Context: an optimization exercise on an open-source flow, tuned for small area, a short achievable clock period and few clock cycles. The choices shown serve that exercise and are no tape-out recipe.
Function was checked by simulation only, so behaviour that the tests miss may differ from the original.

==> flow/design.v (outline; a module is shown in full before it is edited, if it fits) <==
// module cosinos_datapath: 1600 lines
// module cosinos_log2: 17 lines
// module cosinos_fa: 10 lines
// module cosinos_ha: 9 lines
// module cosinos_core: 60 lines
module cosinos_core (
  input  logic            clk,
  input  logic            rst,
  input  logic            start,
  input  logic [cosinos_pkg::X_W-1:0]  x,
  input  logic [cosinos_pkg::Y_W-1:0]  y,
  output logic [1:0]      intpart,
  output logic [7:0]      fracpart,
  output logic            done
);
  // ...
==> flow/run.sh <==
#!/bin/bash
# synth_recipe.tcl (not shown) runs the flow's synth.tcl, then flattens the netlist and writes it again
# the make line also repeats each setting of config.mk as NAME=value (left out here)
make -C /OpenROAD-flow-scripts/flow DESIGN_CONFIG=/design/flow/config.mk WORK_HOME=/design/flow/orfs CLKGATE_MAP_FILE= SYNTH_SCRIPT=/design/flow/synth_recipe.tcl finish
==> flow/config.mk <==
export PLATFORM = sky130hd
export DESIGN_NAME = cosinos_core
export DESIGN_NICKNAME = cosinos_core
export VERILOG_FILES = /design/flow/design.v
export SDC_FILE = /design/flow/constraint.sdc
export NUM_CORES = 4
export LEC_CHECK = 0
export CAP_MARGIN = 20
export CORE_MARGIN = 2
export CORE_UTILIZATION = 40
export SETUP_SLACK_MARGIN = 5
export SLEW_MARGIN = 20
export SYNTH_HIERARCHICAL = 1
==> flow/constraint.sdc <==
create_clock -name core_clock -period 11.0 [get_ports {clk}]
set_input_delay 2.2000 -clock core_clock [delete_from_list [all_inputs] [get_ports {clk}]]
set_output_delay 2.2000 -clock core_clock [all_outputs]
set_load 0.01 [all_outputs]
==> notes.md, run 1 <==
The number of buffers created by CTS came out at 17. The critical path is of the flip-flop to flip-flop type. The first routing iteration left between 1,000 and 1,500 violations. The endpoint identified for the worst register-to-register timing path is u_dp.m[18]. In this run the worst setup path begins at u_dp.m[18]. The top layer reached by signal wires is met5. Setup violations remaining at the end of the flow were counted as 0. For this block, the routed nets add up to just over 70,000 um of wire. The worst min-delay path class is flip-flop to flip-flop. The synthesized design contains about 120 register bits. The run finished with no timing, DRC or antenna violations.

The area share of buffers outside the clock network came out at 0.0861. In this design, the critical path's most frequently occurring cell is fa_1. For the finished layout, the period the worst path requires is approximately 6.0 ns.

The mux share of post-synthesis cell area is 0.0227. The minimum setup slack among reg-to-reg paths came out at between 4 and 5 ns. The required time of the critical path came out at approximately 11 ns. The number of placed instances, taps included, is 3,077. The area share of the largest cell type after synthesis came out at 0.202.

The total of plain and repair buffers excluding clock buffers is 172. Of all nets on the critical path, the largest fanout is 23. Entering global routing, the biggest net connects between 80 and 90 pins. The cell row count is 86. The proportion of register bits with asynchronous set or reset after synthesis came out at 0. The final instance area came out at approximately 26,000 um2. The register with the most flip-flops in the layout has 24 of them.

The multi-input combinational area share is 0.720. For met1 alone, demand over resource in global routing was 0.319.
Testbench counts, summed over its fixed seeds: cycles 14,374.
==> inputs of run 2 (changes only) <==
--- a/flow/design.v
+++ b/flow/design.v
@@ -30,17 +30,17 @@
   logic [8:0]         xw_r;      
   logic               pst_r;
   logic [19:0]        x2_in, sq_s, sq_c;
   logic [10:0]        xi_one, xi_two, xi_neg;    
   logic [10:0]        xr_one, xr_two, xr_neg;    
   logic [22:0]        bi, br;
   logic signed [11:0] thr, thrw;
   logic [10:0]        r_one, r_two, r_neg;
-  logic [39:0]        a_s, a_c, a_sum;
+  logic [23:0]        mq;
   logic [8:0]         mlog, xlog, ylog;
   logic [23:0]        mabs, magm;
   logic [7:0]         ym1, pmax;
   logic signed [11:0] kb, kw;
   logic               pst_in, pst0;
   always_comb begin
     case (n)
       3'd1: begin r_one = 11'b00001111111; r_two = 11'b00000000000; r_neg = 11'b00000000000; end
@@ -75,16 +75,301 @@
       sel_two <= r_two;
       sel_neg <= r_neg;
     end else begin
       sel_one <= xr_one;
       sel_two <= xr_two;
       sel_neg <= xr_neg;
     end
   end
+  cosinos_mul u_mul (.m(m), .sel_one(sel_one), .sel_two(sel_two), .sel_neg(sel_neg), .q(mq));
+  logic w755;
+  logic w756;
+  logic w757;
+  logic w758;
+  logic w759;
+  logic w760;
+  logic w761;
+  logic w762;
+  logic w763;
+  logic w764;
+  logic w765;
+  logic w766;
+  logic w767;
+  logic w768;
+  logic w769;
+  logic w770;
+  logic w771;
+  logic w772;
+  logic w773;
+  logic w774;
+  logic w775;
+  logic w776;
+  logic w777;
+  logic w778;
+  logic w779;
+  logic w780;
+  logic w781;
+  logic w782;
+  logic w783;
+  logic w784;
+  logic w785;
+  logic w786;
+  logic w787;
+  logic w788;
+  logic w789;
+  logic w790;
+  logic w791;
+  logic w792;
+  logic w793;
+  logic w794;
+  logic w795;
+  logic w796;
+  logic w797;
+  logic w798;
+  logic w799;
+  logic w800;
+  logic w801;
+  logic w802;
+  logic w803;
+  logic w804;
+  logic w805;
+  logic w806;
+  logic w807;
+  logic w808;
+  logic w809;
+  logic w810;
+  logic w811;
+  logic w812;
+  logic w813;
+  logic w814;
+  logic w815;
+  logic w816;
+  logic w817;
+  logic w818;
+  logic w819;
+  logic w820;
+  logic w821;
+  logic w822;
+  logic w823;
+  logic w824;
+  logic w825;
+  logic w826;
+  logic w827;
+  logic w828;
+  logic w829;
+  logic w830;
+  logic w831;
+  logic w832;
+  logic w833;
+  logic w834;
+  logic w835;
+  logic w836;
+  logic w837;
+  logic w838;
+  logic w839;
+  logic w840;
+  logic w841;
+  logic w842;
+  logic w843;
+  logic w844;
+  logic w845;
+  logic w846;
+  logic w847;
+  logic w848;
+  logic w849;
+  logic w850;
+  logic w851;
+  logic w852;
+  logic w853;
+  logic w854;
+  logic w855;
+  assign w755 = x[0] & x[1];
+  assign w756 = x[0] & x[2];
+  assign w757 = x[0] & x[3];
+  assign w758 = x[0] & x[4];
+  assign w759 = x[0] & x[5];
+  assign w760 = x[0] & x[6];
+  assign w761 = x[0] & x[7];
+  assign w762 = x[0] & x[8];
+  assign w763 = x[0] & x[9];
+  assign w764 = x[1] & x[2];
+  assign w765 = x[1] & x[3];
+  assign w766 = x[1] & x[4];
+  assign w767 = x[1] & x[5];
+  assign w768 = x[1] & x[6];
+  assign w769 = x[1] & x[7];
+  assign w770 = x[1] & x[8];
+  assign w771 = x[1] & x[9];
+  assign w772 = x[2] & x[3];
+  assign w773 = x[2] & x[4];
+  assign w774 = x[2] & x[5];
+  assign w775 = x[2] & x[6];
+  assign w776 = x[2] & x[7];
+  assign w777 = x[2] & x[8];
+  assign w778 = x[2] & x[9];
+  assign w779 = x[3] & x[4];
+  assign w780 = x[3] & x[5];
+  assign w781 = x[3] & x[6];
+  assign w782 = x[3] & x[7];
+  assign w783 = x[3] & x[8];
+  assign w784 = x[3] & x[9];
+  assign w785 = x[4] & x[5];
+  assign w786 = x[4] & x[6];
+  assign w787 = x[4] & x[7];
+  assign w788 = x[4] & x[8];
+  assign w789 = x[4] & x[9];
+  assign w790 = x[5] & x[6];
+  assign w791 = x[5] & x[7];
+  assign w792 = x[5] & x[8];
+  assign w793 = x[5] & x[9];
+  assign w794 = x[6] & x[7];
+  assign w795 = x[6] & x[8];
+  assign w796 = x[6] & x[9];
+  assign w797 = x[7] & x[8];
+  assign w798 = x[7] & x[9];
+  assign w799 = x[8] & x[9];
+  cosinos_ha u_w800 (.a(w761), .b(w768), .s(w800), .co(w801));
+  cosinos_ha u_w802 (.a(w762), .b(w769), .s(w802), .co(w803));
+  cosinos_fa u_w804 (.a(w763), .b(w770), .c(w776), .s(w804), .co(w805));
+  cosinos_ha u_w806 (.a(w781), .b(w785), .s(w806), .co(w807));
+  cosinos_fa u_w808 (.a(w771), .b(w777), .c(w782), .s(w808), .co(w809));
+  cosinos_fa u_w810 (.a(w778), .b(w783), .c(w787), .s(w810), .co(w811));
+  cosinos_ha u_w812 (.a(w759), .b(w766), .s(w812), .co(w813));
+  cosinos_ha u_w814 (.a(w760), .b(w767), .s(w814), .co(w815));
+  cosinos_fa u_w816 (.a(w774), .b(w779), .c(x[4]), .s(w816), .co(w817));
+  cosinos_fa u_w818 (.a(w775), .b(w780), .c(w801), .s(w818), .co(w819));
+  cosinos_fa u_w820 (.a(x[5]), .b(w803), .c(w806), .s(w820), .co(w821));
+  cosinos_fa u_w822 (.a(w786), .b(w807), .c(w805), .s(w822), .co(w823));
+  cosinos_fa u_w824 (.a(w790), .b(x[6]), .c(w809), .s(w824), .co(w825));
+  cosinos_fa u_w826 (.a(w784), .b(w788), .c(w791), .s(w826), .co(w827));
+  cosinos_fa u_w828 (.a(w789), .b(w792), .c(w794), .s(w828), .co(w829));
+  cosinos_ha u_w830 (.a(w757), .b(w764), .s(w830), .co(w831));
+  cosinos_ha u_w832 (.a(w758), .b(w765), .s(w832), .co(w833));
+  cosinos_fa u_w834 (.a(w772), .b(x[3]), .c(w812), .s(w834), .co(w835));
+  cosinos_fa u_w836 (.a(w773), .b(w813), .c(w814), .s(w836), .co(w837));
+  cosinos_fa u_w838 (.a(w815), .b(w800), .c(w816), .s(w838), .co(w839));
+  cosinos_fa u_w840 (.a(w802), .b(w817), .c(w818), .s(w840), .co(w841));
+  cosinos_fa u_w842 (.a(w804), .b(w819), .c(w820), .s(w842), .co(w843));
+  cosinos_fa u_w844 (.a(w808), .b(w821), .c(w822), .s(w844), .co(w845));
+  cosinos_fa u_w846 (.a(w810), .b(w823), .c(w824), .s(w846), .co(w847));
+  cosinos_fa u_w848 (.a(w811), .b(w826), .c(w825), .s(w848), .co(w849));
+  cosinos_fa u_w850 (.a(x[7]), .b(w827), .c(w828), .s(w850), .co(w851));
+  cosinos_fa u_w852 (.a(w793), .b(w795), .c(w829), .s(w852), .co(w853));
+  cosinos_fa u_w854 (.a(w796), .b(w797), .c(x[8]), .s(w854), .co(w855));
+  assign sq_s = {1'b0, w799, w798, w854, w852, w850, w848, w846, w844, w842, w840, w838, w836, w834, w832, w830, w756, w755, 1'b0, x[0]};
+  assign sq_c = {1'b0, x[9], w855, w853, w851, w849, w847, w845, w843, w841, w839, w837, w835, w833, w831, x[2], 1'b0, x[1], 1'b0, 1'b0};
+  assign x2_in = sq_s + sq_c;
+  assign magm   = m ^ {24{m[23]}};
+  assign ym1    = y_r - 8'd1;
+  assign stop_m = ((magm[23:16] == 8'd0) & (magm[15:8] < y_r)
+                   & ~(m[23] & (magm[15:8] == ym1) & (&magm[7:0])))
+                | (m == 24'sd0);
+  always_comb begin
+    case (n)
+      3'd1: pmax = 8'd12;
+      3'd2: pmax = 8'd29;
+      3'd3: pmax = 8'd56;
+      3'd4: pmax = 8'd90;
+      3'd5: pmax = 8'd132;
+      3'd6: pmax = 8'd182;
+      3'd7: pmax = 8'd240;
+      default: pmax = 8'd0;
+    endcase
+  end
+  assign pzero = (m[23:8] == 16'd0) & (m[7:0] <= pmax);
+  assign mabs = m ^ {24{m[23]}};
+  cosinos_log2 #(.W(24)) u_lm (.v(mabs), .l(mlog));
+  cosinos_log2 #(.W(10)) u_lx (.v(x),    .l(xlog));
+  cosinos_log2 #(.W(8))  u_ly (.v(y),    .l(ylog));
+  always_comb begin
+    case (n)
+      3'd1: begin kb = -12'sd513; kw = -12'sd307; end
+      3'd2: begin kb = -12'sd549; kw = -12'sd328; end
+      3'd3: begin kb = -12'sd574; kw = -12'sd342; end
+      3'd4: begin kb = -12'sd594; kw = -12'sd353; end
+      3'd5: begin kb = -12'sd610; kw = -12'sd362; end
+      3'd6: begin kb = -12'sd624; kw = -12'sd370; end
+      default: begin kb = 12'sd0; kw = 12'sd0; end
+    endcase
+  end
+  assign thr    = $signed({5'd0, my_r}) - $signed({3'd0, xw_r}) - kb;
+  assign thrw   = 12'sd368 - $signed({3'd0, xw_r}) - kw;
+  assign pst_in = en_r & (n != 3'd7) & (n != 3'd0)
+                & ($signed({3'd0, mlog}) < thr) & ($signed({3'd0, mlog}) < thrw);
+  assign pst0   = ($signed({1'b0, xlog, 2'b0}) + 12'sd4 - 12'sd451 < $signed({3'd0, ylog}));
+  assign pstop  = pst_r;
+  assign diff = sum - m[17:0];
+  assign res  = add ? diff[17:8] : sum[17:8];
+  always_ff @(posedge clk) begin
+    if (start) begin
+      en_r   <= (y != 8'd0);
+      my_r   <= ylog[6:0];
+      xw_r   <= {xlog[7:0], 1'b0} + 9'd2;
+      y_r    <= y;
+      x2_r   <= x2_in;
+    end
+  end
+  always_ff @(posedge clk) begin
+    if (start)    pst_r <= pst0 & (y != 8'd0);
+    else if (!pha) pst_r <= pst_in;
+  end
+  always_ff @(posedge clk) begin
+    if (start) m <= {5'd0, x2_in[19:1]};
+    else       m <= mq;
+  end
+  always_ff @(posedge clk) begin
+    if (start)    sum <= 18'h10000;
+    else if (add) sum <= diff;
+  end
+endmodule
+module cosinos_log2 #(
+  parameter int W = 21
+) (
+  input  logic [W-1:0] v,
+  output logic [8:0]   l
+);
+  logic [4:0]   e;
+  logic [W+3:0] vx;
+  always_comb begin
+    e = 5'd0;
+    for (int i = 1; i < W; i++) begin
+      if (v[i]) e = 5'(i);
+    end
+  end
+  assign vx = {v, 4'd0};
+  assign l  = {e, vx[e +: 4]};
+endmodule
+module cosinos_fa (
+  input  logic a,
+  input  logic b,
+  input  logic c,
+  output logic s,
+  output logic co
+);
+  assign s  = a ^ b ^ c;
+  assign co = (a & b) | (a & c) | (b & c);
+endmodule
+module cosinos_ha (
+  input  logic a,
+  input  logic b,
+  output logic s,
+  output logic co
+);
+  assign s  = a ^ b;
+  assign co = a & b;
+endmodule
+module cosinos_mul (
+  input  logic [23:0] m,
+  input  logic [10:0] sel_one,
+  input  logic [10:0] sel_two,
+  input  logic [10:0] sel_neg,
+  output logic [23:0] q
+);
+  logic [39:0] a_s, a_c, a_sum;
   logic w1;
   logic w2;
   logic w3;
   logic w4;
   logic w5;
   logic w6;
   logic w7;
   logic w8;
@@ -829,117 +1114,16 @@
   logic w747;
   logic w748;
   logic w749;
   logic w750;
   logic w751;
   logic w752;
   logic w753;
   logic w754;
-  logic w755;
-  logic w756;
-  logic w757;
-  logic w758;
-  logic w759;
-  logic w760;
-  logic w761;
-  logic w762;
-  logic w763;
-  logic w764;
-  logic w765;
-  logic w766;
-  logic w767;
-  logic w768;
-  logic w769;
-  logic w770;
-  logic w771;
-  logic w772;
-  logic w773;
-  logic w774;
-  logic w775;
-  logic w776;
-  logic w777;
-  logic w778;
-  logic w779;
-  logic w780;
-  logic w781;
-  logic w782;
-  logic w783;
-  logic w784;
-  logic w785;
-  logic w786;
-  logic w787;
-  logic w788;
-  logic w789;
-  logic w790;
-  logic w791;
-  logic w792;
-  logic w793;
-  logic w794;
-  logic w795;
-  logic w796;
-  logic w797;
-  logic w798;
-  logic w799;
-  logic w800;
-  logic w801;
-  logic w802;
-  logic w803;
-  logic w804;
-  logic w805;
-  logic w806;
-  logic w807;
-  logic w808;
-  logic w809;
-  logic w810;
-  logic w811;
-  logic w812;
-  logic w813;
-  logic w814;
-  logic w815;
-  logic w816;
-  logic w817;
-  logic w818;
-  logic w819;
-  logic w820;
-  logic w821;
-  logic w822;
-  logic w823;
-  logic w824;
-  logic w825;
-  logic w826;
-  logic w827;
-  logic w828;
-  logic w829;
-  logic w830;
-  logic w831;
-  logic w832;
-  logic w833;
-  logic w834;
-  logic w835;
-  logic w836;
-  logic w837;
-  logic w838;
-  logic w839;
-  logic w840;
-  logic w841;
-  logic w842;
-  logic w843;
-  logic w844;
-  logic w845;
-  logic w846;
-  logic w847;
-  logic w848;
-  logic w849;
-  logic w850;
-  logic w851;
-  logic w852;
-  logic w853;
-  logic w854;
-  logic w855;
   assign w1 = (sel_one[0] & m[0]) ^ sel_neg[0];
   assign w2 = ((sel_one[0] & m[1]) | (sel_two[0] & m[0])) ^ sel_neg[0];
   assign w3 = ((sel_one[0] & m[2]) | (sel_two[0] & m[1])) ^ sel_neg[0];
   assign w4 = ((sel_one[0] & m[3]) | (sel_two[0] & m[2])) ^ sel_neg[0];
   assign w5 = ((sel_one[0] & m[4]) | (sel_two[0] & m[3])) ^ sel_neg[0];
   assign w6 = ((sel_one[0] & m[5]) | (sel_two[0] & m[4])) ^ sel_neg[0];
   assign w7 = ((sel_one[0] & m[6]) | (sel_two[0] & m[5])) ^ sel_neg[0];
   assign w8 = ((sel_one[0] & m[7]) | (sel_two[0] & m[6])) ^ sel_neg[0];
@@ -1462,190 +1646,17 @@
   cosinos_fa u_w745 (.a(w590), .b(w668), .c(w669), .s(w745), .co(w746));
   cosinos_fa u_w747 (.a(w594), .b(w671), .c(w670), .s(w747), .co(w748));
   cosinos_fa u_w749 (.a(w598), .b(w673), .c(w672), .s(w749), .co(w750));
   cosinos_fa u_w751 (.a(w603), .b(w675), .c(w674), .s(w751), .co(w752));
   cosinos_fa u_w753 (.a(w604), .b(w677), .c(w676), .s(w753), .co(w754));
   assign a_s = {w753, w751, w749, w747, w745, w743, w741, w739, w737, w735, w733, w731, w729, w727, w725, w723, w721, w719, w717, w715, w713, w711, w709, w707, w705, w703, w701, w699, w697, w695, w693, w691, w689, w687, w685, w683, w681, w679, w2, w1};
   assign a_c = {w752, w750, w748, w746, w744, w742, w740, w738, w736, w734, w732, w730, w728, w726, w724, w722, w720, w718, w716, w714, w712, w710, w708, w706, w704, w702, w700, w698, w696, w694, w692, w690, w688, w686, w684, w682, w680, sel_neg[1], 1'b0, sel_neg[0]};
   assign a_sum = a_s + a_c;
-  assign w755 = x[0] & x[1];
-  assign w756 = x[0] & x[2];
-  assign w757 = x[0] & x[3];
-  assign w758 = x[0] & x[4];
-  assign w759 = x[0] & x[5];
-  assign w760 = x[0] & x[6];
-  assign w761 = x[0] & x[7];
-  assign w762 = x[0] & x[8];
-  assign w763 = x[0] & x[9];
-  assign w764 = x[1] & x[2];
-  assign w765 = x[1] & x[3];
-  assign w766 = x[1] & x[4];
-  assign w767 = x[1] & x[5];
-  assign w768 = x[1] & x[6];
-  assign w769 = x[1] & x[7];
-  assign w770 = x[1] & x[8];
-  assign w771 = x[1] & x[9];
-  assign w772 = x[2] & x[3];
-  assign w773 = x[2] & x[4];
-  assign w774 = x[2] & x[5];
-  assign w775 = x[2] & x[6];
-  assign w776 = x[2] & x[7];
-  assign w777 = x[2] & x[8];
-  assign w778 = x[2] & x[9];
-  assign w779 = x[3] & x[4];
-  assign w780 = x[3] & x[5];
-  assign w781 = x[3] & x[6];
-  assign w782 = x[3] & x[7];
-  assign w783 = x[3] & x[8];
-  assign w784 = x[3] & x[9];
-  assign w785 = x[4] & x[5];
-  assign w786 = x[4] & x[6];
-  assign w787 = x[4] & x[7];
-  assign w788 = x[4] & x[8];
-  assign w789 = x[4] & x[9];
-  assign w790 = x[5] & x[6];
-  assign w791 = x[5] & x[7];
-  assign w792 = x[5] & x[8];
-  assign w793 = x[5] & x[9];
-  assign w794 = x[6] & x[7];
-  assign w795 = x[6] & x[8];
-  assign w796 = x[6] & x[9];
-  assign w797 = x[7] & x[8];
-  assign w798 = x[7] & x[9];
-  assign w799 = x[8] & x[9];
-  cosinos_ha u_w800 (.a(w761), .b(w768), .s(w800), .co(w801));
-  cosinos_ha u_w802 (.a(w762), .b(w769), .s(w802), .co(w803));
-  cosinos_fa u_w804 (.a(w763), .b(w770), .c(w776), .s(w804), .co(w805));
-  cosinos_ha u_w806 (.a(w781), .b(w785), .s(w806), .co(w807));
-  cosinos_fa u_w808 (.a(w771), .b(w777), .c(w782), .s(w808), .co(w809));
-  cosinos_fa u_w810 (.a(w778), .b(w783), .c(w787), .s(w810), .co(w811));
-  cosinos_ha u_w812 (.a(w759), .b(w766), .s(w812), .co(w813));
-  cosinos_ha u_w814 (.a(w760), .b(w767), .s(w814), .co(w815));
-  cosinos_fa u_w816 (.a(w774), .b(w779), .c(x[4]), .s(w816), .co(w817));
-  cosinos_fa u_w818 (.a(w775), .b(w780), .c(w801), .s(w818), .co(w819));
-  cosinos_fa u_w820 (.a(x[5]), .b(w803), .c(w806), .s(w820), .co(w821));
-  cosinos_fa u_w822 (.a(w786), .b(w807), .c(w805), .s(w822), .co(w823));
-  cosinos_fa u_w824 (.a(w790), .b(x[6]), .c(w809), .s(w824), .co(w825));
-  cosinos_fa u_w826 (.a(w784), .b(w788), .c(w791), .s(w826), .co(w827));
-  cosinos_fa u_w828 (.a(w789), .b(w792), .c(w794), .s(w828), .co(w829));
-  cosinos_ha u_w830 (.a(w757), .b(w764), .s(w830), .co(w831));
-  cosinos_ha u_w832 (.a(w758), .b(w765), .s(w832), .co(w833));
-  cosinos_fa u_w834 (.a(w772), .b(x[3]), .c(w812), .s(w834), .co(w835));
-  cosinos_fa u_w836 (.a(w773), .b(w813), .c(w814), .s(w836), .co(w837));
-  cosinos_fa u_w838 (.a(w815), .b(w800), .c(w816), .s(w838), .co(w839));
-  cosinos_fa u_w840 (.a(w802), .b(w817), .c(w818), .s(w840), .co(w841));
-  cosinos_fa u_w842 (.a(w804), .b(w819), .c(w820), .s(w842), .co(w843));
-  cosinos_fa u_w844 (.a(w808), .b(w821), .c(w822), .s(w844), .co(w845));
-  cosinos_fa u_w846 (.a(w810), .b(w823), .c(w824), .s(w846), .co(w847));
-  cosinos_fa u_w848 (.a(w811), .b(w826), .c(w825), .s(w848), .co(w849));
-  cosinos_fa u_w850 (.a(x[7]), .b(w827), .c(w828), .s(w850), .co(w851));
-  cosinos_fa u_w852 (.a(w793), .b(w795), .c(w829), .s(w852), .co(w853));
-  cosinos_fa u_w854 (.a(w796), .b(w797), .c(x[8]), .s(w854), .co(w855));
-  assign sq_s = {1'b0, w799, w798, w854, w852, w850, w848, w846, w844, w842, w840, w838, w836, w834, w832, w830, w756, w755, 1'b0, x[0]};
-  assign sq_c = {1'b0, x[9], w855, w853, w851, w849, w847, w845, w843, w841, w839, w837, w835, w833, w831, x[2], 1'b0, x[1], 1'b0, 1'b0};
-  assign x2_in = sq_s + sq_c;
-  assign magm   = m ^ {24{m[23]}};
-  assign ym1    = y_r - 8'd1;
-  assign stop_m = ((magm[23:16] == 8'd0) & (magm[15:8] < y_r)
-                   & ~(m[23] & (magm[15:8] == ym1) & (&magm[7:0])))
-                | (m == 24'sd0);
-  always_comb begin
-    case (n)
-      3'd1: pmax = 8'd12;
-      3'd2: pmax = 8'd29;
-      3'd3: pmax = 8'd56;
-      3'd4: pmax = 8'd90;
-      3'd5: pmax = 8'd132;
-      3'd6: pmax = 8'd182;
-      3'd7: pmax = 8'd240;
-      default: pmax = 8'd0;
-    endcase
-  end
-  assign pzero = (m[23:8] == 16'd0) & (m[7:0] <= pmax);
-  assign mabs = m ^ {24{m[23]}};
-  cosinos_log2 #(.W(24)) u_lm (.v(mabs), .l(mlog));
-  cosinos_log2 #(.W(10)) u_lx (.v(x),    .l(xlog));
-  cosinos_log2 #(.W(8))  u_ly (.v(y),    .l(ylog));
-  always_comb begin
-    case (n)
-      3'd1: begin kb = -12'sd513; kw = -12'sd307; end
-      3'd2: begin kb = -12'sd549; kw = -12'sd328; end
-      3'd3: begin kb = -12'sd574; kw = -12'sd342; end
-      3'd4: begin kb = -12'sd594; kw = -12'sd353; end
-      3'd5: begin kb = -12'sd610; kw = -12'sd362; end
-      3'd6: begin kb = -12'sd624; kw = -12'sd370; end
-      default: begin kb = 12'sd0; kw = 12'sd0; end
-    endcase
-  end
-  assign thr    = $signed({5'd0, my_r}) - $signed({3'd0, xw_r}) - kb;
-  assign thrw   = 12'sd368 - $signed({3'd0, xw_r}) - kw;
-  assign pst_in = en_r & (n != 3'd7) & (n != 3'd0)
-                & ($signed({3'd0, mlog}) < thr) & ($signed({3'd0, mlog}) < thrw);
-  assign pst0   = ($signed({1'b0, xlog, 2'b0}) + 12'sd4 - 12'sd451 < $signed({3'd0, ylog}));
-  assign pstop  = pst_r;
-  assign diff = sum - m[17:0];
-  assign res  = add ? diff[17:8] : sum[17:8];
-  always_ff @(posedge clk) begin
-    if (start) begin
-      en_r   <= (y != 8'd0);
-      my_r   <= ylog[6:0];
-      xw_r   <= {xlog[7:0], 1'b0} + 9'd2;
-      y_r    <= y;
-      x2_r   <= x2_in;
-    end
-  end
-  always_ff @(posedge clk) begin
-    if (start)    pst_r <= pst0 & (y != 8'd0);
-    else if (!pha) pst_r <= pst_in;
-  end
-  always_ff @(posedge clk) begin
-    if (start) m <= {5'd0, x2_in[19:1]};
-    else       m <= a_sum[39:16];
-  end
-  always_ff @(posedge clk) begin
-    if (start)    sum <= 18'h10000;
-    else if (add) sum <= diff;
-  end
-endmodule
-module cosinos_log2 #(
-  parameter int W = 21
-) (
-  input  logic [W-1:0] v,
-  output logic [8:0]   l
-);
-  logic [4:0]   e;
-  logic [W+3:0] vx;
-  always_comb begin
-    e = 5'd0;
-    for (int i = 1; i < W; i++) begin
-      if (v[i]) e = 5'(i);
-    end
-  end
-  assign vx = {v, 4'd0};
-  assign l  = {e, vx[e +: 4]};
-endmodule
-module cosinos_fa (
-  input  logic a,
-  input  logic b,
-  input  logic c,
-  output logic s,
-  output logic co
-);
-  assign s  = a ^ b ^ c;
-  assign co = (a & b) | (a & c) | (b & c);
-endmodule
-module cosinos_ha (
-  input  logic a,
-  input  logic b,
-  output logic s,
-  output logic co
-);
-  assign s  = a ^ b;
-  assign co = a & b;
+  assign q = a_sum[39:16];
 endmodule
 module cosinos_core (
   input  logic            clk,
   input  logic            rst,
   input  logic            start,
   input  logic [cosinos_pkg::X_W-1:0]  x,
   input  logic [cosinos_pkg::Y_W-1:0]  y,
   output logic [1:0]      intpart,
==> notes.md, run 2 <==
The run finished with no timing, DRC or antenna violations. The overflow left after global routing is 0. The most numerous cell type found on the critical path is buf_4. The number of flip-flops under the largest register name came to 24 (unchanged). The setup-violating endpoint count in the final report is 0 (unchanged). Buffers inserted to repair hold after CTS numbered 0. The number of antenna diodes in the final layout is 0. Counting flops with a built-in enable in the synthesized netlist gives 44. The required time of the critical path is 8.80 ns (-2.52 ns). Walking the worst path, the cells encountered are buf_12 -> buf_4 -> xor2_1 -> buf_4 -> ha_1 -> a2111oi_2 -> nand3_1 -> o32ai_4 -> nor2_4 -> buf_4 -> bufbuf_16 -> a21o_1 -> dlygate4sd2_1. The sequential fraction of the synthesis area is 0.126. Among cell families on the critical path, the largest total delay comes from buffers and inverters. The most common cell in the netlist is xnor2_1. The mean routed wirelength per cell came out at roughly 23 um. The global-route usage over all layers came out at 0.249.

The number of buffers created by CTS came out at 17 (unchanged). The count of filler cells inserted in the layout is 5,551. The clock-pin slew of the registers on the worst-case setup and hold paths came out at 0.06 ns. The height of the die is 244 um. The number of distinct standard cells referenced by the synthesized netlist came out at roughly 110. Measured along the x axis, the die boundary spans ~240 um. The final-report max-slew violation count is 0. The core region is between 50,000 and 60,000 um2. The final critical path time including I/O delays and setup was 5.91 ns (-0.118 ns).

The number of top-level pins is 32. More flip-flops sit in one register than any other, and that register is u_dp.m. After synthesis, the cell types taking the most area are fa_1, xnor2_1, ha_1. STA classifies the critical path endpoint as an output port.

The final-report hold violation count is 0. At the worst endpoint, the arrival time is approximately 3.7 ns. The total standard cell area after synthesis came out at 23,000 um2. Among all stages on the critical path, the largest delay is contributed by o32ai_4. By startpoint and endpoint, the worst setup path is classified as flip-flop to output port. The multi-input combinational cells in the finished layout cover a total of 19,100 um2.

The area share of the largest cell type after synthesis is 0.194 (-0.00734). Adding up every negative setup slack in the final design gives 0 ns.

The number of port buffers came out at 31. The final worst clock skew came out at 0.0140 ns. The worst stage delay on the critical path came out at around 0.42 ns. Setup repair after global routing left no endpoint under its margin.

The most used flip-flop cell after synthesis is dfxtp_1. For this run, the detailed router's first-pass iteration total came to 8. Synthesis produced about 2,500 cells. The largest registers in the layout are u_dp.m (24), u_dp.x2_r (19), u_dp.sum (18).

The clock passes through at most 2 buffers. The proportion of register bits with asynchronous set or reset after synthesis came out at 0 (unchanged). The count of nets left with antenna violations once routing finished came out at 0. In the layout the commonest cells are xnor2_1, a22oi_1, fa_1. The cell row count came out at 87 (+1.2%). The fraction of layout cells with a size suffix above 1 is 0.109. The total number of vias is 19,991. In this run the clock root is driven by a clkbuf_16. The post-synthesis average cell area is between 9 and 10 um2.

The library cell used most frequently in the layout, excluding fill and tap cells, is xnor2_1. The first-pass GRT wire length is roughly 120,000 um. The post-route fraction of the period consumed by the critical path came out at 0.537.

The initial antenna violation count is 0. The worst relative slew slack came out at 0.260. The die outline area came out at 59,300 um2. The sum of buffers and inverters on the critical path is 6.

After the last flow step, the layout net total stands at just under 3,000. The H-tree level count came out at 4. Detailed placement ended at an HPWL of 53,200 um. The transition time of the tightest slew-check pin came out at 1.11 ns. The sequential cell area came out at approximately 2900 um2. The DRC violation count after routing came out at 0. In the synthesized netlist, the cells that appear most often are xnor2_1, a22oi_1, fa_1, ha_1, inv_1. Across the run, the number of max-cap violations was 0. Of all cell types, the one taking the most synthesized area is fa_1. For this configuration, the core starts out at a cell density of 0.406.

The clock sink total came out at between 100 and 150. TritonCTS built the clock tree. The final weighted congestion in routability-driven placement came out at around 1.0. The flip-flop and latch count after synthesis was 123 (unchanged). The largest net degree at the start of global routing is 78 (-9.3%).

Dividing the detail-routed via count by the number of cells gives 6.12. The peak clock frequency supported by timing came out at 0.169 GHz. For the worst-skew pair, the clock arrives at the later sink with an insertion delay of approximately 0.44 ns. The min-delay analysis places its worst path in the category flip-flop to flip-flop. The highest fanout seen on the critical path came out at 15 (-35%). The DRC marker count from the first detailed-route iteration was 1,926 (+36%). The synthesis-to-finish area growth came out at 9.45%.

During synthesis, Yosys emitted a total of 11 warnings. The element type at the critical path start is a flip-flop. The number of global-route vias before repair is approximately 20,000.

The total wire length is 74,400 um (+3.7%).
## run 2: worst paths after layout
check	from	endpoint	slack, ns	depth (start not counted)
max	u_dp.m[23]	intpart[0]	5.09	13
min reg2reg	have	have	0.46	1
max reg2reg	u_dp.m[1]	u_dp.m[6]	5.10	15
min	have	have	0.46	1
## run 2: kinds of logic (layout without fill, tap and decap cells)
kind of cell             Yosys count  count (layout)  synth area share
AND/OR/NAND/NOR                  495             495             0.114
multiplexers                      57              57            0.0280
adder cells (fa/ha/maj)          422             422             0.303
other                              3              11          0.000490
XOR/XNOR                         373             373             0.143
buffers and inverters            333             294            0.0597
flip-flops                       123             123             0.126
AO/OA/AOI/OAI                    738             738             0.226
## run 2: final cells by class
class | count | share of cell area
Multi-Input combinational cell | 2096 | 0.759
Sequential cell | 123 | 0.117
Timing Repair Buffer | 118 | 0.0428
Tap cell | 756 | 0.0376
Inverter | 144 | 0.0217
Clock buffer | 23 | 0.0195
Clock inverter | 9 | 0.00244
## run 2: metal layers
| layer | vias to the layer above | global-route usage | part of all wire | wire length (um) |
|---|---|---|---|---|
| li1 | 9002 | - | - | - |
| met1 | 9906 | 0.332 | 0.42 | 31400 |
| met2 | 932 | 0.406 | 0.47 | 35000 |
| met3 | 151 | 0.0382 | 0.076 | 5650 |
| met4 | 0 | 0.0931 | 0.032 | 2420 |
| met5 | - | 0 | 0 | 0 |
## run 2: stage by stage
step           worst slack (ns)  std cells  hold slack, ns  instance area (um2)   util
6_report                   5.09       3269           0.460                25100  0.444
5_1_grt                    4.96       3269           0.498                25100  0.444
4_1_cts                    4.95       3262           0.463                25000  0.442
3_5_place_dp               3.95       3212           0.450                23900  0.422
3_3_place_gp               3.97       3212           0.440                23900  0.422
2_1_floorplan              5.01       2552           0.433                23000      -
## run 2: what timing repair did
| item | 4_1_cts | 5_1_grt |
|---|---|---|
| pin swaps | 6 | 7 |
| endpoints found under the setup margin | 40 | 26 |
| resized for setup | 107 | 56 |
| gates cloned | 3 | 0 |
| buffers inserted | 15 | 7 |
## run 2: per-module statistics from Yosys (local to each module, per instance), a selection
module            cell area (um2)  cells  flops+latches  copies in the design
cosinos_datapath             9270   1049            117                     1
cosinos_core                  305     32              6                     1
cosinos_fa                   20.0      1              0                   219
cosinos_ha                   12.5      1              0                    34
cosinos_mul                  6790    957              0                     1
## run 2: worst reg2reg max path: stages, from the launching register on
cell and delay (ns):
dfxtp_2 0.64, buf_4 0.37, a22oi_1 0.17, xnor2_1 0.19
fa_1 0.54, fa_1 0.54, fa_1 0.42, ha_1 0.37
a21oi_1 0.52, o21ai_0 0.23, a211oi_2 0.55, a31oi_2 0.27
a31oi_1 0.37, o21ai_0 0.15, xor2_1 0.20, mux2_2 0.28
Testbench counts of run 2, summed over its fixed seeds: cycles 14,374.

==> port drivers added, routing unchanged <==
The flow's constraints put no driver on any port. The routed layouts listed below were extracted and timed again, unchanged, in two steps. Step 1 sets driving cells, clkbuf_16 on the clock port and buf_2 on the other inputs (assumed; they add their load-dependent delay and slew). Step 2 also shifts input and output timing later by t, the mid clock arrival at the registers, as if the neighbouring blocks saw the same clock. Three values: ideal, step 1, step 2; two values: the first two.
run | t (ns) | setup slack, ns | worst setup path at the end | cell pins on the clock port's net
run 1 | 0.475 | 4.973 / 4.973 / 4.767 | input to register | 1
run 2 | 0.479 | 5.092 / 5.042 / 4.768 | input to register | 1
After both steps setup and hold are still met in every run listed. The setup slack of run 2, which loses most, moves by -0.050 ns with the drivers and by -0.324 ns with both steps.
